This is an optimization exercise on Yosys and OpenROAD, whose aim is small area, a short achievable clock period and few clock cycles per item, not a production implementation. In this exercise RTL edits were held to simulation tests only and were not proved equivalent to the original.

==> flow/design.v, too long to show whole: its modules and the start of the top module <==
// module pcc_ram: 22 lines
// module pcc_div: 20 lines
// module pcc_wrom: 523 lines
// module pcc_mac_tree: 741 lines
// module piecewise_cosine_curve_eval: 252 lines
module piecewise_cosine_curve_eval
#(
  parameter int MAX_KNOTS  = 8,
  parameter int PHASE_BITS = 10
) (
  input  logic               clk_i,
  input  logic               rst_ni,
  input  logic               in_valid_i,
  output logic               in_stall_o,
  input  logic               kind_i,
  input  logic [2:0]         knot_index_i,
  input  logic signed [15:0] knot_x_i,
  input  logic signed [15:0] knot_y_i,
  input  logic signed [15:0] query_x_i,
  output logic               out_valid_o,
  input  logic               out_stall_i,
  output logic signed [15:0] height_o,
  output logic               in_segment_o,
  input  logic               psel,
  input  logic               penable,
  input  logic               pwrite,
  input  logic [2:0]         paddr,
  input  logic [31:0]        pwdata,
  output logic [31:0]        prdata,
  output logic               pready
);
  // ...
==> flow/run.sh <==
#!/bin/bash
# synth_recipe.tcl (not shown) runs the flow's synth.tcl, then flattens the netlist and writes it again
# the make line also repeats each setting of config.mk as NAME=value (left out here)
make -C /OpenROAD-flow-scripts/flow DESIGN_CONFIG=/design/flow/config.mk WORK_HOME=/design/flow/orfs CLKGATE_MAP_FILE= SYNTH_SCRIPT=/design/flow/synth_recipe.tcl finish
==> flow/config.mk <==
export PLATFORM = sky130hd
export DESIGN_NAME = piecewise_cosine_curve_eval
export DESIGN_NICKNAME = piecewise_cosine_curve_eval
export VERILOG_FILES = /design/flow/design.v
export SDC_FILE = /design/flow/constraint.sdc
export NUM_CORES = 4
export LEC_CHECK = 0
export CAP_MARGIN = 50
export CORE_MARGIN = 2
export CORE_UTILIZATION = 40
export SLEW_MARGIN = 70
export SYNTH_MEMORY_MAX_BITS = 16384
==> flow/constraint.sdc <==
create_clock -name core_clock -period 13.0 [get_ports {clk_i}]
set_input_delay 2.6000 -clock core_clock [delete_from_list [all_inputs] [get_ports {clk_i}]]
set_output_delay 2.6000 -clock core_clock [all_outputs]
set_load 0.01 [all_outputs]
==> results.json, run 1 <==
{
  "cts_root_buffer": "clkbuf_16",
  "path_buf_inv": 2,
  "yosys.area.top_type": "edfxtp_1",
  "die_y_um": 383.2,
  "reg2reg_to": "dr_q[0][5]$_DFFE_PN_",
  "drc": 0,
  "nonClockInverterCount": 509,
  "synthesis.area_um2": 57510,
  "path_depth": 20,
  "outcome": "finished clean",
  "port_buffers": 126,
  "num_antenna_cells": 4,
  "instances_no_fill": 7545,
  "crit_path_max_incr_delay_ps": 570,
  "nMultiInputCombCells": 3759,
  "whs_ps": 413.2,
  "dpl_worst_slack_ps": 7276,
  "critPathKind": "reg -> reg",
  "area_growth_pct": 14.17,
  "setup_tns_ps": 0,
  "drive_gt1_share_pct": 11.94,
  "die_w_um": 383.2,
  "rsz0062_at_grt": "false",
  "cp-endpoint": "dr_q[0][5]$_DFFE_PN_",
  "firstDrtPassIters": 7,
  "setup_viol": 0,
  "stdcell_area_um2": 65660,
  "grtUsageTotal_pct": 23.17,
  "multi_input_area_share_pct": 44.96,
  "r2r_slack_ps": 7350,
  "cts_sinks": 866,
  "cts_setup_buffers": 0,
  "antenna_found_initial": 9
}
Testbench counts, summed over its fixed seeds: cycles 2,320, items 1,920.
==> inputs of run 2 (changes only) <==
--- a/flow/config.mk
+++ b/flow/config.mk
@@ -7,6 +7,6 @@
 export LEC_CHECK = 0
-export CAP_MARGIN = 50
+export CAP_MARGIN = 20
 export CORE_MARGIN = 2
 export CORE_UTILIZATION = 40
-export SLEW_MARGIN = 70
+export SLEW_MARGIN = 20
 export SYNTH_MEMORY_MAX_BITS = 16384
==> results.json, run 2 <==
{
  "outcome": "finished clean",
  "stdcell_area_um2": 63970,
  "instances_no_fill": 7437,
  "cp-start-kind": "register",
  "skew_ps": 55.55,
  "tightest_slew_ps": 1257,
  "ant_nets": 0,
  "grt_pass1_wl_um": 257500,
  "setup_viol": 0,
  "wl_um": 169200,
  "synth.most_common_cell": "edfxtp_1",
  "wl_per_cell_um": 22.75,
  "arrival_ps": 6980,
  "drc": 0,
  "cts_max_path_buffers": 3,
  "synth-edff-count": 818,
  "io_pins": 146,
  "cp_data_required_time_ps": 13330,
  "final_max_slew_viol_count": 0,
  "cts_setup_buffers": 0,
  "hold_class": "reg -> reg",
  "grt_overflow_total": 0,
  "num-fill-cells": 13300,
  "antenna_found_initial": 12,
  "cap_violations": 0,
  "synth_nets": 6096,
  "cp_max_fo": 21,
  "yosys.area.top_type": "edfxtp_1",
  "synth_commonest_cells": "818 x edfxtp_1, 507 x inv_1, 399 x nand2_1, 398 x ha_1, 364 x a21oi_1",
  "grt_pass1_vias": 41820,
  "ys_seq_elements": 866,
  "vias": 42680,
  "start_util_pct": 40.18,
  "hold_viol": 0,
  "cts_root_buffer": "clkbuf_16",
  "worstSetupEndpointType": "register",
  "synth_flop_cell": "edfxtp_1",
  "synth_top_area_share_pct": 42.71,
  "most-common-layout-cells": "818 x edfxtp_1, 505 x inv_1, 399 x nand2_1, 398 x ha_1, 362 x a21oi_1",
  "die_y_um": 383.2,
  "synth_area_leaders": "edfxtp_1 43%, ha_1 8.7%, fa_1 7.0%, inv_1 3.3%, a21oi_1 3.2%",
  "synthesis.area_um2": 57510,
  "yosys_warnings": 14,
  "nNetsFinal": 6140,
  "place_congestion": 0.9706,
  "dp_hpwl_um": 121000,
  "area_growth_pct": 11.24,
  "syn_inst": 5402,
  "dpl.cell_count": 7251,
  "die_area_um2": 146800,
  "async_reset_ff_share_pct": 3.695,
  "clkLatencyLatePin_ps": 720,
  "syn_area_per_cell_um2": 10.65,
  "cts_tree": "yes",
  "seq_area_frac_synth_pct": 44.66,
  "yosysUniqueCellTypes": 112,
  "cts-resized-gates": 0,
  "core_um2": 143100,
  "first_iter_violations": 4796,
  "cts_sinks": 866,
  "finalCritPeriodShare_pct": 51.17,
  "grtUsageTotal_pct": 22.82,
  "placementRows": 139,
  "drive_gt1_share_pct": 7.957,
  "rsz0062_at_grt": "false",
  "critPathKind": "reg -> reg",
  "port_buffers": 126,
  "die_w_um": 383.2,
  "relSlewSlack_pct": 13.80,
  "hold_buffers": 0,
  "routed_via_density": 5.739,
  "path_clk_slew_ps": 60,
  "layout_commonest_cell": "edfxtp_1",
  "min_period_ps": 6652,
  "cts_made_buffers": 96,
  "dpl_cell_area_um2": 60770,
  "grt_max_degree": 179,
  "fmax_mhz": 150.3,
  "top_regs": "u_ram.g_slot.x_q (128), u_ram.g_slot.y_q (128)",
  "firstDrtPassIters": 10,
  "htreeDepth": 3,
  "setup_tns_ps": 0
}
==> run 2: cell counts after synthesis <==
Identical to the previous run, type by type.
==> run 2: final cells by class <==
| type | count | area (µm²) | share of cell area (%) |
|---|---|---|---|
| diodes | 4 | 10.01 | 0.01565 |
| clock buffers | 121 | 2599 | 4.062 |
| clock inverters | 61 | 590.6 | 0.9231 |
| inverters | 509 | 1918 | 2.998 |
| multi-input cells | 3759 | 28860 | 45.11 |
| flip-flops and latches | 866 | 25680 | 40.15 |
| well taps | 1903 | 2381 | 3.722 |
| repair buffers | 214 | 1929 | 3.016 |
==> run 2: path summary, 6_finish.rpt <==
path,slack (ps),from,cells past startpoint,endpoint
setup / recovery,6350,dp_q[4][0]$_DFFE_PN_,14,wt7_q[5]$_SDFFCE_PP0N_
hold / removal,400,dp_q[3][1]$_DFFE_PN_,0,dp_q[4][3]$_DFFE_PN_
setup reg to reg,6350,dp_q[4][0]$_DFFE_PN_,14,wt7_q[5]$_SDFFCE_PP0N_
hold reg to reg,400,dp_q[3][1]$_DFFE_PN_,0,dp_q[4][3]$_DFFE_PN_
max in group asynchronous,10500,rst_ni,2,sv_q$_DFFE_PN0P_
min in group asynchronous,2000,rst_ni,2,base_height_q[9]$_DFFE_PN0P_
==> run 2: metrics by stage <==
stage / utilization, % / hold slack, ps / setup slack [ps]
floorplan: - / 400.3 / 894.5
global placement: 42.46 / 400.9 / 6680
detailed placement: 42.46 / 404.5 / 6783
CTS: 44.69 / 401.0 / 6767
global route: 44.69 / 405.6 / 6410
finish: 44.70 / 403.0 / 6348
==> run 2: cell families after synthesis <==
group	after synthesis	share of synthesized area (%)
compound gates	1356	15.73
xor+xnor	191	2.967
fa+ha+maj	601	15.71
buf+inv	777	5.474
flops	866	44.66
mux	149	2.996
other cells	1	0.006520
simple gates	1461	12.46
==> run 2: critical path, cell delays in order, from the launching register on <==
cell and delay, ps:
edfxtp_1 320, buf_4 290, clkinv_1 100, buf_4 220, ha_1 330, mux2_2 320
nand2_1 620, clkinv_1 850, ha_1 710, and3_1 350, o21ai_0 480, nand4_1 140
and3_1 240, a2111oi_0 910, o22ai_1 380
==> run 2: per-layer routing <==
| layer | track usage [%] | vias to the layer above | part of all wire [%] |
|---|---|---|---|
| li1 | - | 19800 | - |
| met1 | 30.02 | 20730 | 41 |
| met2 | 37.18 | 1743 | 47 |
| met3 | 3.748 | 396 | 7.7 |
| met4 | 9.748 | 12 | 4.5 |
| met5 | 0 | - | 0.041 |
==> module pcc_ram, before the edit <==
module pcc_ram (
  input  logic          clk_i,
  input  logic          we_i,
  input  logic [2:0]    waddr_i,
  input  logic [15:0]   wx_i,
  input  logic [15:0]   wy_i,
  output logic [127:0]  x_o,
  output logic [127:0]  y_o
);
  for (genvar k = 0; k < 8; k++) begin : g_slot
    logic [15:0] x_q;
    logic [15:0] y_q;
    always_ff @(posedge clk_i) begin
      if (we_i && (waddr_i == 3'(k))) begin
        x_q <= wx_i;
        y_q <= wy_i;
      end
    end
    assign x_o[16*k +: 16] = x_q;
    assign y_o[16*k +: 16] = y_q;
  end
endmodule
==> module pcc_div, before the edit <==
module pcc_div #(
  parameter int STEPS = 3
) (
  input  logic [15:0]      r_i,
  input  logic [15:0]      w_i,
  output logic [15:0]      r_o,
  output logic [STEPS-1:0] q_o
);
  logic [15:0] r [STEPS+1];
  assign r[0] = r_i;
  for (genvar s = 0; s < STEPS; s++) begin : g_step
    logic [16:0] dbl;
    logic [17:0] dif;
    assign dbl = {r[s], 1'b0};
    assign dif = {1'b0, dbl} - {2'b00, w_i};
    assign q_o[STEPS-1-s] = !dif[17];
    assign r[s+1] = dif[17] ? dbl[15:0] : dif[15:0];
  end
  assign r_o = r[STEPS];
endmodule
==> module piecewise_cosine_curve_eval, before the edit <==
module piecewise_cosine_curve_eval
#(
  parameter int MAX_KNOTS  = 8,
  parameter int PHASE_BITS = 10
) (
  input  logic               clk_i,
  input  logic               rst_ni,
  input  logic               in_valid_i,
  output logic               in_stall_o,
  input  logic               kind_i,
  input  logic [2:0]         knot_index_i,
  input  logic signed [15:0] knot_x_i,
  input  logic signed [15:0] knot_y_i,
  input  logic signed [15:0] query_x_i,
  output logic               out_valid_o,
  input  logic               out_stall_i,
  output logic signed [15:0] height_o,
  output logic               in_segment_o,
  input  logic               psel,
  input  logic               penable,
  input  logic               pwrite,
  input  logic [2:0]         paddr,
  input  logic [31:0]        pwdata,
  output logic [31:0]        prdata,
  output logic               pready
);
  localparam int DSTG = 5;   
  localparam int DBIT = 2;   
  logic [3:0]  knot_count_q;
  logic [15:0] base_height_q;
  logic [31:0] prdata_q;
  assign pready = 1'b1;
  always_ff @(posedge clk_i or negedge rst_ni) begin
    if (!rst_ni) begin
      knot_count_q  <= '0;
      base_height_q <= '0;
    end else if (psel && penable && pwrite) begin
      if (paddr[2]) base_height_q <= pwdata[15:0];
      else          knot_count_q  <= pwdata[3:0];
    end
  end
  always_ff @(posedge clk_i) begin
    prdata_q <= paddr[2] ? {{16{base_height_q[15]}}, base_height_q} : {28'd0, knot_count_q};
  end
  assign prdata = prdata_q;
  logic         freeze_q;
  logic         adv;
  logic         take;
  logic [127:0] kx;
  logic [127:0] ky;
  assign in_stall_o = freeze_q;
  assign adv        = !freeze_q;
  assign take       = in_valid_i && adv;
  pcc_ram u_ram (
    .clk_i   (clk_i),
    .we_i    (take && !kind_i),
    .waddr_i (knot_index_i),
    .wx_i    (knot_x_i),
    .wy_i    (knot_y_i),
    .x_o     (kx),
    .y_o     (ky)
  );
  logic [7:0] ge;
  logic [7:0] le;
  logic [6:0] hit;
  always_comb begin
    for (int i = 0; i < 8; i++) begin
      ge[i] = $signed(query_x_i) >= $signed(kx[16*i +: 16]);
      le[i] = $signed(query_x_i) <= $signed(kx[16*i +: 16]);
    end
    for (int i = 0; i < 7; i++) begin
      hit[i] = ge[i] && le[i+1] && (knot_count_q >= 4'(i + 2));
    end
  end
  logic        v0_q;
  logic [15:0] q0_q;
  logic [6:0]  hit0_q;
  always_ff @(posedge clk_i or negedge rst_ni) begin
    if (!rst_ni)  v0_q <= 1'b0;
    else if (adv) v0_q <= take && kind_i;
  end
  always_ff @(posedge clk_i) begin
    if (adv) begin
      q0_q   <= query_x_i;
      hit0_q <= hit;
    end
  end
  logic [6:0]  first;
  logic [15:0] sx0, sx1, sy0, sy1;
  always_comb begin
    first = hit0_q & ~{hit0_q[5:0] | {hit0_q[4:0], 1'b0} | {hit0_q[3:0], 2'b0} |
                       {hit0_q[2:0], 3'b0} | {hit0_q[1:0], 4'b0} | {hit0_q[0], 5'b0}, 1'b0};
    sx0 = '0;
    sx1 = '0;
    sy0 = '0;
    sy1 = '0;
    for (int i = 0; i < 7; i++) begin
      sx0 |= {16{first[i]}} & kx[16*i +: 16];
      sx1 |= {16{first[i]}} & kx[16*(i+1) +: 16];
      sy0 |= {16{first[i]}} & ky[16*i +: 16];
      sy1 |= {16{first[i]}} & ky[16*(i+1) +: 16];
    end
  end
  logic        v1_q, h1_q;
  logic [15:0] ofs1_q, w1_q, ya1_q, yb1_q;
  always_ff @(posedge clk_i or negedge rst_ni) begin
    if (!rst_ni)  v1_q <= 1'b0;
    else if (adv) v1_q <= v0_q;
  end
  always_ff @(posedge clk_i) begin
    if (adv) begin
      h1_q   <= |hit0_q;
      ofs1_q <= q0_q - sx0;
      w1_q   <= sx1 - sx0;
      ya1_q  <= sy0;
      yb1_q  <= sy1;
    end
  end
  logic        full1, upf1;
  assign full1 = (ofs1_q == w1_q);
  assign upf1  = full1 && (w1_q != '0);
  logic                 dv_q   [DSTG];
  logic                 dh_q   [DSTG];
  logic                 dful_q [DSTG];
  logic                 dupf_q [DSTG];
  logic [15:0]          dr_q   [DSTG];
  logic [15:0]          dw_q   [DSTG];
  logic [15:0]          dya_q  [DSTG];
  logic [15:0]          dyb_q  [DSTG];
  logic [DBIT*DSTG-1:0] dp_q   [DSTG];
  for (genvar g = 0; g < DSTG; g++) begin : g_div
    logic            v_in, h_in, ful_in, upf_in;
    logic [15:0]     r_in, w_in, ya_in, yb_in;
    logic [DBIT*DSTG-1:0] p_in;
    logic [15:0]     r_out;
    logic [DBIT-1:0] qb;
    if (g == 0) begin : g_first
      assign v_in   = v1_q;
      assign h_in   = h1_q;
      assign ful_in = full1;
      assign upf_in = upf1;
      assign r_in   = ofs1_q;
      assign w_in   = w1_q;
      assign ya_in  = ya1_q;
      assign yb_in  = yb1_q;
      assign p_in   = '0;
    end else begin : g_next
      assign v_in   = dv_q[g-1];
      assign h_in   = dh_q[g-1];
      assign ful_in = dful_q[g-1];
      assign upf_in = dupf_q[g-1];
      assign r_in   = dr_q[g-1];
      assign w_in   = dw_q[g-1];
      assign ya_in  = dya_q[g-1];
      assign yb_in  = dyb_q[g-1];
      assign p_in   = dp_q[g-1];
    end
    pcc_div #(.STEPS(DBIT)) u_div (.r_i(r_in), .w_i(w_in), .r_o(r_out), .q_o(qb));
    always_ff @(posedge clk_i or negedge rst_ni) begin
      if (!rst_ni)  dv_q[g] <= 1'b0;
      else if (adv) dv_q[g] <= v_in;
    end
    always_ff @(posedge clk_i) begin
      if (adv) begin
        dh_q[g]   <= h_in;
        dful_q[g] <= ful_in;
        dupf_q[g] <= upf_in;
        dr_q[g]   <= r_out;
        dw_q[g]   <= w_in;
        dya_q[g]  <= ya_in;
        dyb_q[g]  <= yb_in;
        dp_q[g]   <= {p_in[DBIT*DSTG-DBIT-1:0], qb};
      end
    end
  end
  localparam int L = DSTG - 1;
  logic [9:0]  ph;
  logic        up;
  logic [9:0]  pf;
  logic [13:0] wt;
  assign ph = dp_q[L];
  assign up = dful_q[L] ? dupf_q[L] : ph[9];
  assign pf = dful_q[L] ? 10'd0 : (ph[9] ? (10'd512 - {1'b0, ph[8:0]}) : ph);
  pcc_wrom u_wrom (.p_i(pf), .w_o(wt));
  logic        v7_q, h7_q;
  logic [13:0] wt7_q;
  logic [16:0] d7_q;
  logic [15:0] b7_q;
  always_ff @(posedge clk_i or negedge rst_ni) begin
    if (!rst_ni)  v7_q <= 1'b0;
    else if (adv) v7_q <= dv_q[L];
  end
  always_ff @(posedge clk_i) begin
    if (adv) begin
      h7_q  <= dh_q[L];
      wt7_q <= wt;
      d7_q  <= up ? ({dya_q[L][15], dya_q[L]} - {dyb_q[L][15], dyb_q[L]})
                  : ({dyb_q[L][15], dyb_q[L]} - {dya_q[L][15], dya_q[L]});
      b7_q  <= up ? dyb_q[L] : dya_q[L];
    end
  end
  logic [29:0] ms, mc;
  pcc_mac_tree u_mac (.d_i(d7_q), .t_i(wt7_q), .base_i(b7_q), .s_o(ms), .c_o(mc));
  logic        v8_q, h8_q;
  logic [29:0] ms8_q, mc8_q;
  always_ff @(posedge clk_i or negedge rst_ni) begin
    if (!rst_ni)  v8_q <= 1'b0;
    else if (adv) v8_q <= v7_q;
  end
  always_ff @(posedge clk_i) begin
    if (adv) begin
      h8_q  <= h7_q;
      ms8_q <= ms;
      mc8_q <= mc;
    end
  end
  logic [29:0] msum;
  logic [16:0] res;
  assign msum = ms8_q + mc8_q;
  assign res  = h8_q ? {1'b1, msum[29:14]} : {1'b0, base_height_q};
  logic        hv_q, sv_q;
  logic [16:0] hd_q, sd_q;
  logic        push, pop;
  assign push = adv && v8_q;
  assign pop  = hv_q && !out_stall_i;
  always_ff @(posedge clk_i or negedge rst_ni) begin
    if (!rst_ni) begin
      hv_q     <= 1'b0;
      sv_q     <= 1'b0;
      freeze_q <= 1'b0;
    end else begin
      if (!hv_q || pop) begin
        hv_q <= sv_q || push;
        sv_q <= 1'b0;
      end else if (push) begin
        sv_q <= 1'b1;
      end
      freeze_q <= hv_q && !pop && (sv_q || push);
    end
  end
  always_ff @(posedge clk_i) begin
    if (!hv_q || pop) begin
      hd_q <= sv_q ? sd_q : res;
    end
    if (hv_q && !pop && push) begin
      sd_q <= res;
    end
  end
  assign out_valid_o  = hv_q;
  assign height_o     = hd_q[15:0];
  assign in_segment_o = hd_q[16];
endmodule
==> inputs of run 3 (changes only) <==
--- a/flow/design.v
+++ b/flow/design.v
@@ -5,2 +5,4 @@
   input  logic          clk_i,
+  input  logic          rst_ni,
+  input  logic          adv_i,
   input  logic          we_i,
@@ -12,2 +14,17 @@
 );
+  logic        we_q;
+  logic [2:0]  waddr_q;
+  logic [15:0] wx_q;
+  logic [15:0] wy_q;
+  always_ff @(posedge clk_i or negedge rst_ni) begin
+    if (!rst_ni)    we_q <= 1'b0;
+    else if (adv_i) we_q <= we_i;
+  end
+  always_ff @(posedge clk_i) begin
+    if (adv_i) begin
+      waddr_q <= waddr_i;
+      wx_q    <= wx_i;
+      wy_q    <= wy_i;
+    end
+  end
   for (genvar k = 0; k < 8; k++) begin : g_slot
@@ -16,5 +33,5 @@
     always_ff @(posedge clk_i) begin
-      if (we_i && (waddr_i == 3'(k))) begin
-        x_q <= wx_i;
-        y_q <= wy_i;
+      if (adv_i && we_q && (waddr_q == 3'(k))) begin
+        x_q <= wx_q;
+        y_q <= wy_q;
       end
@@ -25,21 +42,33 @@
 endmodule
-module pcc_div #(
-  parameter int STEPS = 3
-) (
-  input  logic [15:0]      r_i,
-  input  logic [15:0]      w_i,
-  output logic [15:0]      r_o,
-  output logic [STEPS-1:0] q_o
+module pcc_div (
+  input  logic [15:0] r_i,
+  input  logic [15:0] w_i,
+  output logic [15:0] r_o,
+  output logic [1:0]  q_o
 );
-  logic [15:0] r [STEPS+1];
-  assign r[0] = r_i;
-  for (genvar s = 0; s < STEPS; s++) begin : g_step
-    logic [16:0] dbl;
-    logic [17:0] dif;
-    assign dbl = {r[s], 1'b0};
-    assign dif = {1'b0, dbl} - {2'b00, w_i};
-    assign q_o[STEPS-1-s] = !dif[17];
-    assign r[s+1] = dif[17] ? dbl[15:0] : dif[15:0];
+  logic signed [19:0] r4, w1, w2, a1, a2, a3;
+  logic [19:0]        cs, cc;
+  assign r4 = {2'b00, r_i, 2'b00};
+  assign w1 = {4'd0, w_i};
+  assign w2 = {3'd0, w_i, 1'b0};
+  assign a1 = r4 - w1;
+  assign a2 = r4 - w2;
+  assign cs = r4 ^ ~w2 ^ ~w1;
+  assign cc = (r4 & ~w2) | (r4 & ~w1) | (~w2 & ~w1);
+  assign a3 = $signed(cs + {cc[18:0], 1'b1} + 20'd1);
+  always_comb begin
+    if (!a3[19]) begin
+      q_o = 2'd3;
+      r_o = a3[15:0];
+    end else if (!a2[19]) begin
+      q_o = 2'd2;
+      r_o = a2[15:0];
+    end else if (!a1[19]) begin
+      q_o = 2'd1;
+      r_o = a1[15:0];
+    end else begin
+      q_o = 2'd0;
+      r_o = r4[15:0];
+    end
   end
-  assign r_o = r[STEPS];
 endmodule
@@ -1336,3 +1365,2 @@
   localparam int DSTG = 5;   
-  localparam int DBIT = 2;   
   logic [3:0]  knot_count_q;
@@ -1364,3 +1392,5 @@
     .clk_i   (clk_i),
-    .we_i    (take && !kind_i),
+    .rst_ni  (rst_ni),
+    .adv_i   (adv),
+    .we_i    (in_valid_i && !kind_i),
     .waddr_i (knot_index_i),
@@ -1371,2 +1401,11 @@
   );
+  logic        v0_q;
+  logic [15:0] q0_q;
+  always_ff @(posedge clk_i or negedge rst_ni) begin
+    if (!rst_ni)  v0_q <= 1'b0;
+    else if (adv) v0_q <= take && kind_i;
+  end
+  always_ff @(posedge clk_i) begin
+    if (adv) q0_q <= query_x_i;
+  end
   logic [7:0] ge;
@@ -1374,6 +1413,7 @@
   logic [6:0] hit;
+  logic [6:0] first;
   always_comb begin
     for (int i = 0; i < 8; i++) begin
-      ge[i] = $signed(query_x_i) >= $signed(kx[16*i +: 16]);
-      le[i] = $signed(query_x_i) <= $signed(kx[16*i +: 16]);
+      ge[i] = $signed(q0_q) >= $signed(kx[16*i +: 16]);
+      le[i] = $signed(q0_q) <= $signed(kx[16*i +: 16]);
     end
@@ -1382,9 +1422,11 @@
     end
+    first = hit & ~{hit[5:0] | {hit[4:0], 1'b0} | {hit[3:0], 2'b0} | {hit[2:0], 3'b0} |
+                    {hit[1:0], 4'b0} | {hit[0], 5'b0}, 1'b0};
   end
-  logic        v0_q;
-  logic [15:0] q0_q;
-  logic [6:0]  hit0_q;
+  logic        v1_q;
+  logic [15:0] q1_q;
+  logic [6:0]  first1_q;
   always_ff @(posedge clk_i or negedge rst_ni) begin
-    if (!rst_ni)  v0_q <= 1'b0;
-    else if (adv) v0_q <= take && kind_i;
+    if (!rst_ni)  v1_q <= 1'b0;
+    else if (adv) v1_q <= v0_q;
   end
@@ -1392,11 +1434,8 @@
     if (adv) begin
-      q0_q   <= query_x_i;
-      hit0_q <= hit;
+      q1_q     <= q0_q;
+      first1_q <= first;
     end
   end
-  logic [6:0]  first;
   logic [15:0] sx0, sx1, sy0, sy1;
   always_comb begin
-    first = hit0_q & ~{hit0_q[5:0] | {hit0_q[4:0], 1'b0} | {hit0_q[3:0], 2'b0} |
-                       {hit0_q[2:0], 3'b0} | {hit0_q[1:0], 4'b0} | {hit0_q[0], 5'b0}, 1'b0};
     sx0 = '0;
@@ -1406,13 +1445,13 @@
     for (int i = 0; i < 7; i++) begin
-      sx0 |= {16{first[i]}} & kx[16*i +: 16];
-      sx1 |= {16{first[i]}} & kx[16*(i+1) +: 16];
-      sy0 |= {16{first[i]}} & ky[16*i +: 16];
-      sy1 |= {16{first[i]}} & ky[16*(i+1) +: 16];
+      sx0 |= {16{first1_q[i]}} & kx[16*i +: 16];
+      sx1 |= {16{first1_q[i]}} & kx[16*(i+1) +: 16];
+      sy0 |= {16{first1_q[i]}} & ky[16*i +: 16];
+      sy1 |= {16{first1_q[i]}} & ky[16*(i+1) +: 16];
     end
   end
-  logic        v1_q, h1_q;
-  logic [15:0] ofs1_q, w1_q, ya1_q, yb1_q;
+  logic        v2_q, h2_q;
+  logic [15:0] ofs2_q, w2_q, ya2_q, yb2_q;
   always_ff @(posedge clk_i or negedge rst_ni) begin
-    if (!rst_ni)  v1_q <= 1'b0;
-    else if (adv) v1_q <= v0_q;
+    if (!rst_ni)  v2_q <= 1'b0;
+    else if (adv) v2_q <= v1_q;
   end
@@ -1420,12 +1459,12 @@
     if (adv) begin
-      h1_q   <= |hit0_q;
-      ofs1_q <= q0_q - sx0;
-      w1_q   <= sx1 - sx0;
-      ya1_q  <= sy0;
-      yb1_q  <= sy1;
+      h2_q   <= |first1_q;
+      ofs2_q <= q1_q - sx0;
+      w2_q   <= sx1 - sx0;
+      ya2_q  <= sy0;
+      yb2_q  <= sy1;
     end
   end
-  logic        full1, upf1;
-  assign full1 = (ofs1_q == w1_q);
-  assign upf1  = full1 && (w1_q != '0);
+  logic        full2, upf2;
+  assign full2 = (ofs2_q == w2_q);
+  assign upf2  = full2 && (w2_q != '0);
   logic                 dv_q   [DSTG];
@@ -1438,18 +1477,18 @@
   logic [15:0]          dyb_q  [DSTG];
-  logic [DBIT*DSTG-1:0] dp_q   [DSTG];
+  logic [2*DSTG-1:0]    dp_q   [DSTG];
   for (genvar g = 0; g < DSTG; g++) begin : g_div
-    logic            v_in, h_in, ful_in, upf_in;
-    logic [15:0]     r_in, w_in, ya_in, yb_in;
-    logic [DBIT*DSTG-1:0] p_in;
-    logic [15:0]     r_out;
-    logic [DBIT-1:0] qb;
+    logic              v_in, h_in, ful_in, upf_in;
+    logic [15:0]       r_in, w_in, ya_in, yb_in;
+    logic [2*DSTG-1:0] p_in;
+    logic [15:0]       r_out;
+    logic [1:0]        qb;
     if (g == 0) begin : g_first
-      assign v_in   = v1_q;
-      assign h_in   = h1_q;
-      assign ful_in = full1;
-      assign upf_in = upf1;
-      assign r_in   = ofs1_q;
-      assign w_in   = w1_q;
-      assign ya_in  = ya1_q;
-      assign yb_in  = yb1_q;
+      assign v_in   = v2_q;
+      assign h_in   = h2_q;
+      assign ful_in = full2;
+      assign upf_in = upf2;
+      assign r_in   = ofs2_q;
+      assign w_in   = w2_q;
+      assign ya_in  = ya2_q;
+      assign yb_in  = yb2_q;
       assign p_in   = '0;
@@ -1466,3 +1505,3 @@
     end
-    pcc_div #(.STEPS(DBIT)) u_div (.r_i(r_in), .w_i(w_in), .r_o(r_out), .q_o(qb));
+    pcc_div u_div (.r_i(r_in), .w_i(w_in), .r_o(r_out), .q_o(qb));
     always_ff @(posedge clk_i or negedge rst_ni) begin
@@ -1480,3 +1519,3 @@
         dyb_q[g]  <= yb_in;
-        dp_q[g]   <= {p_in[DBIT*DSTG-DBIT-1:0], qb};
+        dp_q[g]   <= {p_in[2*DSTG-3:0], qb};
       end
@@ -1485,6 +1524,5 @@
   localparam int L = DSTG - 1;
-  logic [9:0]  ph;
-  logic        up;
-  logic [9:0]  pf;
-  logic [13:0] wt;
+  logic [9:0] ph;
+  logic       up;
+  logic [9:0] pf;
   assign ph = dp_q[L];
@@ -1492,10 +1530,9 @@
   assign pf = dful_q[L] ? 10'd0 : (ph[9] ? (10'd512 - {1'b0, ph[8:0]}) : ph);
-  pcc_wrom u_wrom (.p_i(pf), .w_o(wt));
-  logic        v7_q, h7_q;
-  logic [13:0] wt7_q;
-  logic [16:0] d7_q;
-  logic [15:0] b7_q;
+  logic        v8_q, h8_q;
+  logic [9:0]  pf8_q;
+  logic [16:0] d8_q;
+  logic [15:0] b8_q;
   always_ff @(posedge clk_i or negedge rst_ni) begin
-    if (!rst_ni)  v7_q <= 1'b0;
-    else if (adv) v7_q <= dv_q[L];
+    if (!rst_ni)  v8_q <= 1'b0;
+    else if (adv) v8_q <= dv_q[L];
   end
@@ -1503,7 +1540,25 @@
     if (adv) begin
-      h7_q  <= dh_q[L];
-      wt7_q <= wt;
-      d7_q  <= up ? ({dya_q[L][15], dya_q[L]} - {dyb_q[L][15], dyb_q[L]})
+      h8_q  <= dh_q[L];
+      pf8_q <= pf;
+      d8_q  <= up ? ({dya_q[L][15], dya_q[L]} - {dyb_q[L][15], dyb_q[L]})
                   : ({dyb_q[L][15], dyb_q[L]} - {dya_q[L][15], dya_q[L]});
-      b7_q  <= up ? dyb_q[L] : dya_q[L];
+      b8_q  <= up ? dyb_q[L] : dya_q[L];
+    end
+  end
+  logic [13:0] wt;
+  pcc_wrom u_wrom (.p_i(pf8_q), .w_o(wt));
+  logic        v9_q, h9_q;
+  logic [13:0] wt9_q;
+  logic [16:0] d9_q;
+  logic [15:0] b9_q;
+  always_ff @(posedge clk_i or negedge rst_ni) begin
+    if (!rst_ni)  v9_q <= 1'b0;
+    else if (adv) v9_q <= v8_q;
+  end
+  always_ff @(posedge clk_i) begin
+    if (adv) begin
+      h9_q  <= h8_q;
+      wt9_q <= wt;
+      d9_q  <= d8_q;
+      b9_q  <= b8_q;
     end
@@ -1511,8 +1566,8 @@
   logic [29:0] ms, mc;
-  pcc_mac_tree u_mac (.d_i(d7_q), .t_i(wt7_q), .base_i(b7_q), .s_o(ms), .c_o(mc));
-  logic        v8_q, h8_q;
-  logic [29:0] ms8_q, mc8_q;
+  pcc_mac_tree u_mac (.d_i(d9_q), .t_i(wt9_q), .base_i(b9_q), .s_o(ms), .c_o(mc));
+  logic        v10_q, h10_q;
+  logic [29:0] ms10_q, mc10_q;
   always_ff @(posedge clk_i or negedge rst_ni) begin
-    if (!rst_ni)  v8_q <= 1'b0;
-    else if (adv) v8_q <= v7_q;
+    if (!rst_ni)  v10_q <= 1'b0;
+    else if (adv) v10_q <= v9_q;
   end
@@ -1520,5 +1575,5 @@
     if (adv) begin
-      h8_q  <= h7_q;
-      ms8_q <= ms;
-      mc8_q <= mc;
+      h10_q  <= h9_q;
+      ms10_q <= ms;
+      mc10_q <= mc;
     end
@@ -1527,4 +1582,4 @@
   logic [16:0] res;
-  assign msum = ms8_q + mc8_q;
-  assign res  = h8_q ? {1'b1, msum[29:14]} : {1'b0, base_height_q};
+  assign msum = ms10_q + mc10_q;
+  assign res  = h10_q ? {1'b1, msum[29:14]} : {1'b0, base_height_q};
   logic        hv_q, sv_q;
@@ -1532,3 +1587,3 @@
   logic        push, pop;
-  assign push = adv && v8_q;
+  assign push = adv && v10_q;
   assign pop  = hv_q && !out_stall_i;
==> results.json, run 3 <==
{
  "outcome": "finished clean",
  "cp-start-kind": "register",
  "cp_max_fo": 17,
  "yosysUniqueCellTypes": 100,
  "htreeDepth": 3,
  "cts_setup_buffers": 0,
  "arrival_ps": 2140,
  "cap_violations": 0,
  "seq_area_frac_synth_pct": 45.24,
  "vias": 43900,
  "final_max_slew_viol_count": 0,
  "critPathKind": "reg -> out",
  "io_pins": 146,
  "synth_nets": 6529,
  "ys_seq_elements": 964,
  "cts_root_buffer": "clkbuf_16",
  "nNetsFinal": 6550,
  "wl_per_cell_um": 20.24,
  "cts-resized-gates": 0,
  "path_cells": "clkdlybuf4s50_1",
  "synth_commonest_cells": "913 x edfxtp_1, 550 x inv_1, 487 x ha_1, 377 x nand2_1, 301 x nor2_1",
  "cts_max_path_buffers": 3,
  "grt_pass1_wl_um": 250400,
  "multi_input_area_um2": 31510,
  "place_congestion": 0.9406,
  "dpl_cell_area_um2": 66470,
  "dpl_worst_slack_ps": 7826,
  "critPathSlowestCell": "dfrtp_1",
  "placementRows": 145,
  "synth.most_common_cell": "edfxtp_1",
  "relSlewSlack_pct": 25.73,
  "instances_no_fill": 7838,
  "crit_path_max_incr_delay_ps": 780,
  "synth_flop_cell": "edfxtp_1",
  "tightest_slew_ps": 1110,
  "dp_hpwl_um": 113000,
  "core_um2": 156600,
  "min-delay-start": "dya_q[3][3]$_DFFE_PN_",
  "wl_um": 158700,
  "r2r_slack_ps": 8400,
  "ff2ff_path_depth": 12,
  "hold_depth": 0,
  "clkLatencyLatePin_ps": 750,
  "syn_area_per_cell_um2": 11.15,
  "first_iter_violations": 4175,
  "cp-startpoint": "freeze_q$_DFF_PN0_",
  "yosys.area.top_type": "edfxtp_1",
  "yosys_warnings": 13,
  "port_buffers": 126,
  "die_area_um2": 161300,
  "rsz0062_at_grt": "false",
  "worstReg2RegStart": "pf8_q[1]$_SDFFCE_PP0N_",
  "hold_buffers": 0,
  "area_growth_pct": 10.43,
  "synth_area_leaders": "edfxtp_1 43%, ha_1 9.6%, fa_1 8.7%, inv_1 3.3%, nand2_1 2.2%",
  "async_reset_ff_share_pct": 3.631,
  "reg2reg_to": "wt9_q[1]$_SDFFCE_PP0N_",
  "crit_family": "flip-flops",
  "grt_max_degree": 184,
  "grt_overflow_total": 0,
  "cts_tree": "yes",
  "hold_viol": 0,
  "final_util_pct": 44.61,
  "final-seq-area_um2": 28610,
  "grt_pass1_vias": 44170,
  "fin_ws_ps": 8260,
  "synthesis.area_um2": 63250,
  "synth_top_area_share_pct": 43.35,
  "cp_data_required_time_ps": 10400,
  "top_regs": "u_ram.g_slot.x_q (128), u_ram.g_slot.y_q (128)",
  "whs_ps": 380.9,
  "cts_made_buffers": 102,
  "firstDrtPassIters": 9,
  "hold_class": "reg -> reg",
  "drc": 0,
  "path_clk_slew_ps": 60,
  "die_y_um": 401.6,
  "setup_viol": 0,
  "synth-edff-count": 913,
  "syn_inst": 5673,
  "most-common-layout-cells": "913 x edfxtp_1, 549 x inv_1, 487 x ha_1, 377 x nand2_1, 299 x nor2_1",
  "skew_ps": 66.38,
  "worstSetupEndpointType": "primary output",
  "layout_commonest_cell": "edfxtp_1",
  "drive_gt1_share_pct": 6.437,
  "finalCritPeriodShare_pct": 36.46,
  "fmax_mhz": 211.0,
  "stdcell_area_um2": 69840,
  "min_period_ps": 4740,
  "cts_sinks": 964,
  "path_depth": 1,
  "setup_tns_ps": 0,
  "whs_endpoint": "dya_q[4][3]$_DFFE_PN_",
  "routed_via_density": 5.601,
  "start_util_pct": 40.40,
  "die_w_um": 401.6,
  "num-fill-cells": 14410,
  "antenna_found_initial": 6,
  "grtUsageTotal_pct": 19.49,
  "ant_nets": 0,
  "dpl.cell_count": 7648,
  "path_buf_inv": 1
}
[run 3: cell types whose count changed after synthesis, sizes merged, moves of 44 or more]
| cell | before | now |
|---|---|---|
| a21oi | 368 | 282 |
| a22oi | 67 | 136 |
| edfxtp | 818 | 913 |
| fa | 202 | 275 |
| ha | 398 | 487 |
| mux2i | 19 | 63 |
[run 3: cell families (layout without fill, tap and decap cells)]
logic type	Yosys count	count (layout)	share of synthesized area [%]
buffers and inverters	815	921	5.049
other	1	2	0.005929
DFF	964	964	45.24
xor gates and xnor gates	209	209	2.894
AOI/OAI and AO/OA	1341	1341	14.60
muxes	159	159	2.819
adders and majority gates	762	762	18.34
and+or+nand+nor	1422	1422	11.06
[run 3: how the worst max path moves through the flow]
stage                                               to
after CTS                                   in_stall_o
after global placement    base_height_q[8]$_DFFE_PN0P_
final                                       in_stall_o
after global routing                        in_stall_o
after floorplan                      b8_q[0]$_DFFE_PN_
after detailed placement  base_height_q[7]$_DFFE_PN0P_
[run 3: per-layer routing]
layer | global-route usage (%) | part of all wire (%) | vias to the layer above
met5 | 0 | 0.034 | -
met4 | 6.117 | 3.0 | 8
met3 | 2.964 | 6.1 | 282
met2 | 32.98 | 48 | 1467
met1 | 25.63 | 43 | 21410
li1 | - | - | 20740
[run 3: area by class of cell]
class | count | share of cell area, %
inverters | 552 | 2.972
flip-flops and latches | 964 | 40.97
diodes | 1 | 0.003583
multi-input cells | 3894 | 45.11
clock inverters | 55 | 0.9530
well taps | 2058 | 3.687
repair buffers | 180 | 2.438
clock buffers | 134 | 3.869
Testbench counts of run 3, summed over its fixed seeds: cycles 2,336, items 1,920.
==> inputs of run 4 (changes only) <==
--- a/flow/design.v
+++ b/flow/design.v
@@ -48,25 +48,27 @@
 );
-  logic signed [19:0] r4, w1, w2, a1, a2, a3;
-  logic [19:0]        cs, cc;
-  assign r4 = {2'b00, r_i, 2'b00};
-  assign w1 = {4'd0, w_i};
-  assign w2 = {3'd0, w_i, 1'b0};
-  assign a1 = r4 - w1;
-  assign a2 = r4 - w2;
-  assign cs = r4 ^ ~w2 ^ ~w1;
-  assign cc = (r4 & ~w2) | (r4 & ~w1) | (~w2 & ~w1);
-  assign a3 = $signed(cs + {cc[18:0], 1'b1} + 20'd1);
+  logic [17:0] r4, a2;
+  logic [16:0] a1, a3, cs, cc;
+  assign r4 = {r_i, 2'b00};
+  assign a2 = r4 - {1'b0, w_i, 1'b0};
+  assign a1 = r4[16:0] - {1'b0, w_i};
+  assign cs = r4[16:0] ^ ~{w_i, 1'b0} ^ ~{1'b0, w_i};
+  assign cc = (r4[16:0] & ~{w_i, 1'b0}) | (r4[16:0] & ~{1'b0, w_i}) | (~{w_i, 1'b0} & ~{1'b0, w_i});
+  assign a3 = cs + {cc[15:0], 1'b1} + 17'd1;
   always_comb begin
-    if (!a3[19]) begin
-      q_o = 2'd3;
-      r_o = a3[15:0];
-    end else if (!a2[19]) begin
-      q_o = 2'd2;
-      r_o = a2[15:0];
-    end else if (!a1[19]) begin
-      q_o = 2'd1;
-      r_o = a1[15:0];
+    if (!a2[17]) begin
+      if (!a3[16]) begin
+        q_o = 2'd3;
+        r_o = a3[15:0];
+      end else begin
+        q_o = 2'd2;
+        r_o = a2[15:0];
+      end
     end else begin
-      q_o = 2'd0;
-      r_o = r4[15:0];
+      if (!a1[16]) begin
+        q_o = 2'd1;
+        r_o = a1[15:0];
+      end else begin
+        q_o = 2'd0;
+        r_o = r4[15:0];
+      end
     end
@@ -1387,3 +1389,4 @@
   logic [127:0] ky;
-  assign in_stall_o = freeze_q;
+  logic         go_q;
+  assign in_stall_o = !go_q;
   assign adv        = !freeze_q;
@@ -1469,15 +1472,15 @@
   assign upf2  = full2 && (w2_q != '0);
-  logic                 dv_q   [DSTG];
-  logic                 dh_q   [DSTG];
-  logic                 dful_q [DSTG];
-  logic                 dupf_q [DSTG];
-  logic [15:0]          dr_q   [DSTG];
-  logic [15:0]          dw_q   [DSTG];
-  logic [15:0]          dya_q  [DSTG];
-  logic [15:0]          dyb_q  [DSTG];
-  logic [2*DSTG-1:0]    dp_q   [DSTG];
-  for (genvar g = 0; g < DSTG; g++) begin : g_div
+  logic                 dv_q   [DSTG-1];
+  logic                 dh_q   [DSTG-1];
+  logic                 dful_q [DSTG-1];
+  logic                 dupf_q [DSTG-1];
+  logic [15:0]          dr_q   [DSTG-1];
+  logic [15:0]          dw_q   [DSTG-1];
+  logic [15:0]          dya_q  [DSTG-1];
+  logic [15:0]          dyb_q  [DSTG-1];
+  logic [2*DSTG-3:0]    dp_q   [DSTG-1];
+  for (genvar g = 0; g < DSTG - 1; g++) begin : g_div
     logic              v_in, h_in, ful_in, upf_in;
     logic [15:0]       r_in, w_in, ya_in, yb_in;
-    logic [2*DSTG-1:0] p_in;
+    logic [2*DSTG-3:0] p_in;
     logic [15:0]       r_out;
@@ -1519,3 +1522,3 @@
         dyb_q[g]  <= yb_in;
-        dp_q[g]   <= {p_in[2*DSTG-3:0], qb};
+        dp_q[g]   <= (g == 0) ? {6'd0, qb} : {p_in[2*DSTG-5:0], qb};
       end
@@ -1523,16 +1526,32 @@
   end
-  localparam int L = DSTG - 1;
-  logic [9:0] ph;
-  logic       up;
-  logic [9:0] pf;
-  assign ph = dp_q[L];
-  assign up = dful_q[L] ? dupf_q[L] : ph[9];
-  assign pf = dful_q[L] ? 10'd0 : (ph[9] ? (10'd512 - {1'b0, ph[8:0]}) : ph);
-  logic        v8_q, h8_q;
-  logic [9:0]  pf8_q;
-  logic [16:0] d8_q;
-  logic [15:0] b8_q;
+  localparam int L = DSTG - 2;
+  logic [15:0] r_unused;
+  logic [1:0]  qlast;
+  logic [7:0]  phi;
+  logic        p9;
+  logic [7:0]  nhi_inc;
+  logic [9:0]  pf;
+  logic        up;
+  pcc_div u_div_last (.r_i(dr_q[L]), .w_i(dw_q[L]), .r_o(r_unused), .q_o(qlast));
+  assign phi     = dp_q[L];
+  assign p9      = phi[7];
+  assign nhi_inc = {1'b0, ~phi[6:0]} + 8'd1;
+  always_comb begin
+    if (dful_q[L]) begin
+      pf = 10'd0;
+    end else if (p9) begin
+      pf[1:0] = ~qlast + 2'd1;
+      pf[9:2] = (qlast == 2'd0) ? nhi_inc : {1'b0, ~phi[6:0]};
+    end else begin
+      pf = {1'b0, phi[6:0], qlast};
+    end
+  end
+  assign up = dful_q[L] ? dupf_q[L] : p9;
+  logic        v7_q, h7_q;
+  logic [9:0]  pf7_q;
+  logic [16:0] d7_q;
+  logic [15:0] b7_q;
   always_ff @(posedge clk_i or negedge rst_ni) begin
-    if (!rst_ni)  v8_q <= 1'b0;
-    else if (adv) v8_q <= dv_q[L];
+    if (!rst_ni)  v7_q <= 1'b0;
+    else if (adv) v7_q <= dv_q[L];
   end
@@ -1540,7 +1559,7 @@
     if (adv) begin
-      h8_q  <= dh_q[L];
-      pf8_q <= pf;
-      d8_q  <= up ? ({dya_q[L][15], dya_q[L]} - {dyb_q[L][15], dyb_q[L]})
+      h7_q  <= dh_q[L];
+      pf7_q <= pf;
+      d7_q  <= up ? ({dya_q[L][15], dya_q[L]} - {dyb_q[L][15], dyb_q[L]})
                   : ({dyb_q[L][15], dyb_q[L]} - {dya_q[L][15], dya_q[L]});
-      b8_q  <= up ? dyb_q[L] : dya_q[L];
+      b7_q  <= up ? dyb_q[L] : dya_q[L];
     end
@@ -1548,3 +1567,3 @@
   logic [13:0] wt;
-  pcc_wrom u_wrom (.p_i(pf8_q), .w_o(wt));
+  pcc_wrom u_wrom (.p_i(pf7_q), .w_o(wt));
   logic        v9_q, h9_q;
@@ -1555,3 +1574,3 @@
     if (!rst_ni)  v9_q <= 1'b0;
-    else if (adv) v9_q <= v8_q;
+    else if (adv) v9_q <= v7_q;
   end
@@ -1559,6 +1578,6 @@
     if (adv) begin
-      h9_q  <= h8_q;
+      h9_q  <= h7_q;
       wt9_q <= wt;
-      d9_q  <= d8_q;
-      b9_q  <= b8_q;
+      d9_q  <= d7_q;
+      b9_q  <= b7_q;
     end
@@ -1594,2 +1613,3 @@
       freeze_q <= 1'b0;
+      go_q     <= 1'b1;
     end else begin
@@ -1602,2 +1622,3 @@
       freeze_q <= hv_q && !pop && (sv_q || push);
+      go_q     <= !(hv_q && !pop && (sv_q || push));
     end
==> results.json, run 4 <==
{
  "nNetsFinal": 6447,
  "cts_sinks": 919,
  "fin_ws_ps": 8183,
  "routed_via_density": 5.634,
  "syn_inst": 5562,
  "arrival_ps": 5250,
  "vias": 43450,
  "rsz0062_at_grt": "false",
  "async_reset_ff_share_pct": 3.808,
  "hold_viol": 0,
  "firstDrtPassIters": 7,
  "cp_data_required_time_ps": 13430,
  "tightest_slew_ps": 1044,
  "grt_max_degree": 184,
  "synth_flop_cell": "edfxtp_1",
  "first_iter_violations": 4736,
  "worstReg2RegStart": "pf7_q[0]$_SDFFCE_PP0N_",
  "final_max_slew_viol_count": 0,
  "grtUsageTotal_pct": 20.14,
  "crit_family": "compound AO/OA/AOI/OAI gates",
  "synth_top_area_share_pct": 42.39,
  "cap_violations": 0,
  "setup_tns_ps": 0,
  "dp_hpwl_um": 113600,
  "area_growth_pct": 10.71,
  "cp-startpoint": "pf7_q[0]$_SDFFCE_PP0N_",
  "core_um2": 152300,
  "synth_nets": 6404,
  "synthesis.area_um2": 61480,
  "hold_buffers": 0,
  "crit_path_max_incr_delay_ps": 930,
  "finalCritPeriodShare_pct": 37.06,
  "critPathSlowestCell": "edfxtp_1",
  "grt_pass1_vias": 43360,
  "cts_root_buffer": "clkbuf_16",
  "r2r_slack_ps": 8180,
  "cp-endpoint": "wt9_q[5]$_SDFFCE_PP0N_",
  "dpl_worst_slack_ps": 7796,
  "grt_overflow_total": 0,
  "start_util_pct": 40.38,
  "cts_setup_buffers": 0,
  "path_depth": 12,
  "top_regs": "u_ram.g_slot.x_q (128), u_ram.g_slot.y_q (128)",
  "crit_top_cell": "o21ai_0",
  "reg2reg_to": "wt9_q[5]$_SDFFCE_PP0N_",
  "yosysUniqueCellTypes": 88,
  "die_w_um": 396.1,
  "cp_max_fo": 20,
  "antenna_found_initial": 3,
  "cts_made_buffers": 99,
  "cts_tree": "yes",
  "relSlewSlack_pct": 30.42,
  "ys_seq_elements": 919,
  "hold_class": "reg -> reg",
  "die_y_um": 396.1,
  "die_area_um2": 156900,
  "cts-resized-gates": 0,
  "min_period_ps": 4817,
  "path_clk_slew_ps": 60,
  "layout_commonest_cell": "edfxtp_1",
  "place_congestion": 0.9548,
  "yosys.area.top_type": "edfxtp_1",
  "synth_area_leaders": "edfxtp_1 42%, ha_1 9.6%, fa_1 9.0%, inv_1 3.4%, a21oi_1 2.3%",
  "io_pins": 146,
  "cp-start-kind": "register",
  "wl_per_cell_um": 20.80,
  "placementRows": 143,
  "grt_pass1_wl_um": 249300,
  "outcome": "finished clean",
  "setup_viol": 0,
  "cts_max_path_buffers": 3,
  "synth.most_common_cell": "edfxtp_1",
  "yosys_warnings": 22,
  "path_cells": "inv_1, ha_1, buf_4, and2_0, nor2_1, o31ai_1, a2111oi_0, a31oi_1, o211ai_1, o21ai_0, o21ai_0, a21oi_1",
  "ant_nets": 0,
  "critPathKind": "reg -> reg",
  "worstSetupEndpointType": "register",
  "wl_um": 160400,
  "path_buf_inv": 2,
  "ff2ff_path_depth": 12,
  "htreeDepth": 3,
  "port_buffers": 126,
  "skew_ps": 52.46,
  "drc": 0,
  "syn_area_per_cell_um2": 11.05,
  "fmax_mhz": 207.6,
  "drive_gt1_share_pct": 5.809,
  "clkLatencyLatePin_ps": 730,
  "synth-edff-count": 868,
  "seq_area_frac_synth_pct": 44.34,
  "most-common-layout-cells": "868 x edfxtp_1, 558 x inv_1, 473 x ha_1, 317 x nand2_1, 306 x nor2_1",
  "synth_commonest_cells": "868 x edfxtp_1, 559 x inv_1, 473 x ha_1, 317 x nand2_1, 312 x nor2_1"
}
## run 4: worst reg2reg max path: stages, from the launching register on
cell,delay (ps)
edfxtp_1,930
inv_1,480
ha_1,620
buf_4,280
and2_0,380
nor2_1,380
o31ai_1,110
a2111oi_0,590
a31oi_1,80
o211ai_1,310
o21ai_0,140
o21ai_0,160
a21oi_1,90
## run 4: through the flow
step	hold WS, ps	util [%]	cell area [µm²]	cells
final	400.7	44.70	68070	7712
after CTS	390.1	44.69	68040	7711
after detailed placement	404.5	42.62	64900	7534
after global placement	400.5	42.62	64890	7534
after global routing	395.5	44.70	68060	7711
after floorplan	400.3	-	61490	5562
## run 4: cell families (layout without fill, tap and decap cells)
logic type	after synthesis	count (layout)	share of synthesized area [%]
flops	919	919	44.34
mux	196	196	3.537
buf+inv	803	922	5.033
fa+ha+maj	748	748	18.58
xor+xnor	217	217	3.128
compound gates	1321	1321	14.50
simple gates	1357	1357	10.88
other cells	1	2	0.006099
## run 4: how the worst min path moves through the flow
stage / from / to / slack [ps] / depth (start not counted)
2_1_floorplan: b7_q[0]$_DFFE_PN_ / b9_q[0]$_DFFE_PN_ / 400 / 0
3_3_place_gp: d7_q[15]$_DFFE_PN_ / d9_q[15]$_DFFE_PN_ / 400 / 0
3_5_place_dp: b7_q[4]$_DFFE_PN_ / b9_q[4]$_DFFE_PN_ / 400 / 0
4_1_cts: yb2_q[0]$_DFFE_PN_ / dyb_q[0][0]$_DFFE_PN_ / 390 / 0
5_1_grt: dya_q[2][9]$_DFFE_PN_ / dya_q[3][9]$_DFFE_PN_ / 400 / 0
6_report: yb2_q[0]$_DFFE_PN_ / dyb_q[0][0]$_DFFE_PN_ / 400 / 0
## run 4: layout make-up
cell class                 instances  area, µm²
fill                           14010      84200
multi-input combinational       3840      31290
sequential                       919      27260
clock buffer                     120       2586
tap                             2030       2540
inverter                         563       2117
timing repair buffer             182       1714
clock inverter                    57      554.3
antenna                            1      2.502
## run 4: metal layers
| layer | wire, µm | vias to the layer above | global-route usage, % | share of wire [%] |
|---|---|---|---|---|
| li1 | - | 20360 | - | - |
| met1 | 72030 | 21370 | 27.83 | 45 |
| met2 | 73130 | 1426 | 32.19 | 46 |
| met3 | 9929 | 295 | 2.914 | 6.2 |
| met4 | 5322 | 6 | 7.347 | 3.3 |
| met5 | 30 | - | 0 | 0.019 |
Testbench counts of run 4, summed over its fixed seeds: cycles 2,328, items 1,920.
==> inputs of run 5 (changes only) <==
--- a/flow/config.mk
+++ b/flow/config.mk
@@ -7,6 +7,6 @@
 export LEC_CHECK = 0
-export CAP_MARGIN = 20
+export CAP_MARGIN = 50
 export CORE_MARGIN = 2
 export CORE_UTILIZATION = 40
-export SLEW_MARGIN = 20
+export SLEW_MARGIN = 70
 export SYNTH_MEMORY_MAX_BITS = 16384
==> results.json, run 5 <==
{
  "outcome": "finished clean",
  "finalCritPeriodShare_pct": 34.40,
  "die_y_um": 396.1,
  "synthesis.area_um2": 61480,
  "drive_gt1_share_pct": 9.439,
  "grt_pass1_wl_um": 253000,
  "most-common-layout-cells": "868 x edfxtp_1, 555 x inv_1, 470 x ha_1, 312 x nand2_1, 286 x nor2_1",
  "min_period_ps": 4472,
  "grt_overflow_total": 0,
  "tightest_slew_ps": 509.1,
  "critPathKind": "reg -> reg",
  "cp_data_required_time_ps": 13490,
  "wl_per_cell_um": 20.57,
  "grt-busiest-layer": "met2",
  "placementRows": 143,
  "grtUsageTotal_pct": 20.37,
  "die_area_um2": 156900,
  "yosysUniqueCellTypes": 88,
  "synth-edff-count": 868,
  "skew_ps": 85.20,
  "relSlewSlack_pct": 65.70,
  "synth_commonest_cells": "868 x edfxtp_1, 559 x inv_1, 473 x ha_1, 317 x nand2_1, 312 x nor2_1",
  "layout_commonest_cell": "edfxtp_1",
  "grt_util_met2_pct": 32.72,
  "setup_tns_ps": 0,
  "hold_buffers": 0,
  "cap_violations": 0,
  "seq_area_frac_synth_pct": 44.34,
  "fmax_mhz": 223.6,
  "syn_area_per_cell_um2": 11.05,
  "syn_inst": 5562,
  "synth_flop_cell": "edfxtp_1",
  "io_pins": 146,
  "antenna_found_initial": 3,
  "grt_pass1_vias": 44150,
  "yosys.area.top_type": "edfxtp_1",
  "use_met3_pct": 2.947,
  "synth_area_leaders": "edfxtp_1 42%, ha_1 9.6%, fa_1 9.0%, inv_1 3.4%, a21oi_1 2.3%",
  "async_reset_ff_share_pct": 3.808,
  "nNetsFinal": 6584,
  "drc": 0,
  "ant_nets": 0,
  "die_w_um": 396.1,
  "synth.most_common_cell": "edfxtp_1",
  "top_regs": "u_ram.g_slot.x_q (128), u_ram.g_slot.y_q (128)",
  "gr-usage-met1_pct": 28.16,
  "start_util_pct": 40.38,
  "vias": 44180,
  "htreeDepth": 3,
  "synth_top_area_share_pct": 42.39,
  "ys_seq_elements": 919,
  "grt_max_degree": 76,
  "core_um2": 152300,
  "area_growth_pct": 14.18,
  "clkLatencyLatePin_ps": 760,
  "cts-resized-gates": 0,
  "rsz0062_at_grt": "false",
  "yosys_warnings": 22,
  "cts_tree": "yes",
  "cts_setup_buffers": 0,
  "final_max_slew_viol_count": 0,
  "dp_hpwl_um": 118600,
  "port_buffers": 126,
  "setup_viol": 0,
  "wl_um": 161700,
  "cts_max_path_buffers": 3,
  "cts_root_buffer": "clkbuf_16",
  "worstSetupEndpointType": "register",
  "synth_nets": 6404,
  "firstDrtPassIters": 13,
  "arrival_ps": 4970,
  "place_congestion": 0.9548,
  "cts_made_buffers": 101,
  "hold_viol": 0,
  "path_clk_slew_ps": 60,
  "cts_sinks": 919,
  "first_iter_violations": 4930,
  "cp_max_fo": 8,
  "routed_via_density": 5.622,
  "cp-start-kind": "register",
  "hold_class": "reg -> reg"
}
[run 5: per-layer routing]
layer	vias to the layer above	routed length, µm
met1	21630	71170
met3	313	11150
met5	-	12
li1	20660	-
met2	1584	74010
met4	2	5334
[run 5: worst paths after layout]
check                                            start                            end  slack, ps  cells past startpoint
worst max-delay path            wt9_q[2]$_SDFFCE_PP0N_           ms10_q[18]$_DFFE_PN_       8530                     12
worst min-delay path                 b7_q[8]$_DFFE_PN_              b9_q[8]$_DFFE_PN_        380                      0
worst max register to register  wt9_q[2]$_SDFFCE_PP0N_           ms10_q[18]$_DFFE_PN_       8530                     12
worst min register to register       b7_q[8]$_DFFE_PN_              b9_q[8]$_DFFE_PN_        380                      0
max in group asynchronous                       rst_ni                 go_q$_DFF_PN1_      10980                      1
min in group asynchronous                       rst_ni  base_height_q[10]$_DFFE_PN0P_       1710                      1
[run 5: per-stage QoR]
step	instances	setup slack, ps	cell area (µm²)	utilization, %	hold WS [ps]
after floorplan	5562	2730	61490	-	400.3
after global placement	7534	7823	64890	42.62	400.5
after detailed placement	7661	8497	66450	43.64	404.5
after CTS	7849	8303	69970	45.95	366.9
after global routing	7858	8302	70200	46.10	385.8
final	7859	8528	70200	46.11	379.5
[run 5: cell type report]
| type | count | area [µm²] |
|---|---|---|
| diodes | 2 | 5.005 |
| fillers | 13820 | 82060 |
| clock inverters | 61 | 838.3 |
| multi-input cells | 3840 | 31730 |
| well taps | 2030 | 2540 |
| clock buffers | 127 | 2688 |
| flip-flops and latches | 919 | 27270 |
| repair buffers | 317 | 3010 |
| inverters | 563 | 2122 |
[run 5: kinds of logic (layout without fill, tap and decap cells)]
group,count (synthesis),in the layout,share of synthesized area [%]
flops,919,919,44.34
simple gates,1357,1357,10.88
compound gates,1321,1321,14.50
fa+ha+maj,748,748,18.58
buf+inv,803,1068,5.033
other cells,1,3,0.006099
mux,196,196,3.537
xor+xnor,217,217,3.128
[run 5: worst max-delay path, stage by stage (launching register included)]
cell and delay [ps]:
edfxtp_1 450, buf_4 200, buf_4 170, and2_1 160, fa_1 560, inv_1 70, fa_1 500, inv_1 50
fa_1 530, fa_1 460, fa_1 520, fa_1 530, inv_1 40

[re-timing with driven ports]
How much do the figures lean on ideal ports? The routed layouts below were timed once more, with nothing changed but the port constraints.
Step 1: set_driving_cell puts a clkbuf_16 on clk_i and a buf_2 on each other input, an assumption about the parent block.
Step 2 also shifts input and output timing later by t, the mid clock arrival at the registers, as if the neighbouring blocks saw the same clock.
a / b / c = ideal / step 1 / step 2; a / b = the first two.
| run | t, ns | setup slack, ns | hold WS [ns] |
|---|---|---|---|
| run 1 | 0.782 | 7.346 / 7.346 / 7.345 | 0.413 / 0.413 / 0.413 |
| run 2 | 0.772 | 6.348 / 6.348 / 6.348 | 0.403 / 0.403 / 0.403 |
| run 3 | 0.793 | 8.260 / 8.187 / 7.801 | 0.381 / 0.381 / 0.381 |
| run 4 | 0.782 | 8.183 / 8.183 / 7.795 | 0.401 / 0.401 / 0.401 |
| run 5 | 0.793 | 8.528 / 8.488 / 8.528 | 0.380 / 0.380 / 0.380 |
After both steps setup and hold are still met in every run listed. For run 3, which loses most, drivers alone change the setup slack by -0.073 ns; drivers and shift together by -0.459 ns.
